From an optimization exercise on the open Yosys and OpenROAD flow, aimed at small area, a short achievable clock period and few clock cycles per item; shortcuts taken in it are not production practice. Where RTL was checked, it was by simulation tests only, not by an equivalence proof against the original. Power and IR drop assume default switching activity.

Design tlv_stream_parser_top, start of the top module:
module tlv_stream_parser_top #(
	parameter int MAX_DEPTH = 8
) (
	input  wire         clk,
	input  wire         arst_n,
	input  wire         in_valid,
	output logic        in_stall,
	input  wire  [7:0]  data_byte,
	input  wire         pdu_last,
	output logic        out_valid,
	input  wire         out_stall,
	output logic [1:0]  byte_role,
	output logic        header_done,
	output logic [15:0] tag,
	output logic [31:0] value_length,
	output logic        constructed,
	output logic [3:0]  depth,
	output logic [3:0]  levels_closed,
	output logic [2:0]  status,
	output logic        pdu_done
);
	localparam int NE = MAX_DEPTH;   
	logic       v1_q, v2_q, sk_q, adv, load;
	logic [7:0] b, sk_b;
	logic       last, sk_last;
	assign adv      = v1_q && (!v2_q || !out_stall);
	assign load     = adv || !v1_q;
	assign in_stall = sk_q;
	always_ff @(posedge clk or negedge arst_n) begin
		if (!arst_n) begin
			v1_q <= 1'b0;
			v2_q <= 1'b0;
			sk_q <= 1'b0;
		end else begin
  ...
export LEC_CHECK = 0
export CAP_MARGIN = 20
export CORE_MARGIN = 2
export CORE_UTILIZATION = 40
export SETUP_SLACK_MARGIN = 5
export SLEW_MARGIN = 20
create_clock -name core_clock -period 8.5 [get_ports {clk}]
standard.sh (not shown) runs the stock make flow with config.mk's settings and CLKGATE_MAP_FILE= SYNTH_SCRIPT=/design/flow/synth_recipe.tcl, a recipe that flattens the netlist after the stock synthesis.
==> flow/flow/run.sh <==
#!/bin/bash
# The standard layout (standard synthesis, floorplan, placement, CTS, routing), with two
# changes:
#  - the port buffers that global placement adds are buf_2 cells rather than the clock-delay
#    buffers buffer_ports picks on its own (every port still gets its buffer);
#  - clock tree synthesis clusters up to 24 flip-flops within 60 um per leaf buffer and adds no
#    dummy loads.
# The make output goes to standard.log in this folder; ORFS keeps each step's log under orfs/logs.
set -euo pipefail
export BUFFER_PORTS_ARGS="-buffer_cell sky130_fd_sc_hd__buf_2"
export CTS_ARGS="-sink_clustering_enable -repair_clock_nets -dont_use_dummy_load -sink_clustering_size 24 -sink_clustering_max_diameter 60"
bash standard.sh > standard.log 2>&1
Edit:
--- a/flow/design.v
+++ b/flow/design.v
@@ -117,16 +117,15 @@
 	logic        esc, complete, len0, cons, top_sat, top_eq;
 	logic [31:0] lv, lv_m1, room_dec;
 	logic        lv_one, room_le1;
 	logic        hi_gt, hi_eq, gt_raw, ge_raw, gt;
 	logic [2:0]  err_new, err_fin;
 	logic        push, push_new, closing, pop, trunc;
 	logic [3:0]  close_cnt;
-	logic [31:0] arr_top_d, arr_wd;
-	logic        fix_q;     
+	logic [31:0] arr_top_d;
 	logic [2:0]  arr_top_c;
 	assign esc      = (b[7:1] == 7'h7F);
 	assign complete = (ph_len1 && !esc) || (ph_lenx && cnt_q == 2'd0);
 	assign lv       = {len_q[23:0], b};
 	assign len0     = (len_q[23:0] == 24'd0) && (b == 8'd0);
 	assign cons     = tag_q[15] ? tag_q[14] : tag_q[6];
 	assign top_sat  = (ne_q == 4'd1);
@@ -154,19 +153,14 @@
 	assign push_new  = push && !ge_raw;
 	assign closing   = (ph_value && (vsat_q ? roomz_q : lenone_q)) ||
 	                   (complete && !gt && !cons && len0);
 	assign pop       = closing && top_eq;
 	assign close_cnt = top_eq ? tcnt_q : 4'd0;
 	assign trunc     = last && !(closing && sp_q == close_cnt);
 	assign err_fin   = (err_new != ST_OK) ? err_new : (trunc ? ST_TRUNC : ST_OK);
-	assign arr_wd = fix_q ? arr_top_d + ~room_q : room_dec;
-	always_ff @(posedge clk or negedge arst_n) begin
-		if (!arst_n) fix_q <= 1'b0;
-		else         fix_q <= adv && !last && !ph_err && push_new;
-	end
 	always_comb begin
 		arr_top_d = arr_d[0];
 		arr_top_c = arr_c[0];
 		for (int i = 1; i < NE; i++) begin
 			if (ne_q == 4'(i + 2)) begin
 				arr_top_d = arr_d[i];
 				arr_top_c = arr_c[i];
@@ -262,18 +256,16 @@
 			           (ph_len1 || ph_lenx) ? ROLE_LEN : ROLE_VALUE;
 			o_hd    <= !ph_err && complete;
 			o_depth <= ph_err ? 4'd0 : sp_q;
 			o_lc    <= (!ph_err && closing && err_fin == ST_OK) ? close_cnt + 4'd1 : 4'd0;
 			o_last  <= last;
 		end
 		for (int i = 0; i < NE; i++) begin
-			if (fix_q ? (ne_q == 4'(i + 2)) : (ne_q == 4'(i + 1))) begin
-				arr_d[i] <= arr_wd;
-			end
-			if (!fix_q && ne_q == 4'(i + 1)) begin
+			if (ne_q == 4'(i + 1)) begin
+				arr_d[i] <= room_q + ~lv;
 				arr_c[i] <= tcnt_q[2:0];
 			end
 		end
 	end
 	assign out_valid     = v2_q;
 	assign byte_role     = o_role;
 	assign header_done   = o_hd;
Outcome: Total power falls by about a fifth; cell count went down slightly; routed wire length rises by a few percent; sequential power rises by a little under a tenth; area after synthesis went up slightly; setup slack gets better by 1.1 ns.
Testbench counts after the change, summed over its fixed seeds: cycles 34,023, items 34,007.
No functional check of the RTL was part of the first run of this note.

separate check: timing with driven ports:
Ports are ideal in the flow. The routed layouts listed here were re-timed in OpenROAD. Step 1 sets driving cells, clkbuf_16 on the clock port and buf_2 on the other inputs (assumed; they add their load-dependent delay and slew). Step 2 also shifts input and output timing later by t, the mid clock arrival at the registers, as if the neighbouring blocks saw the same clock. a / b / c = ideal / step 1 / step 2; a / b = the first two.
run | t (ns) | setup WS [ns] | hold slack, ns | worst data-port slew with drivers (ns)
the first run | 0.649 | 3.917 / 3.917 / 3.917 | 0.477 / 0.477 / 0.477 | 0.03
the second run | 0.617 | 4.985 / 4.985 / 4.627 | 0.477 / 0.477 / 0.477 | 0.03
After both steps setup and hold are still met in every run listed. The setup slack of the second run, which loses most, moves by 0.000 ns with the drivers and by -0.358 ns with both steps.
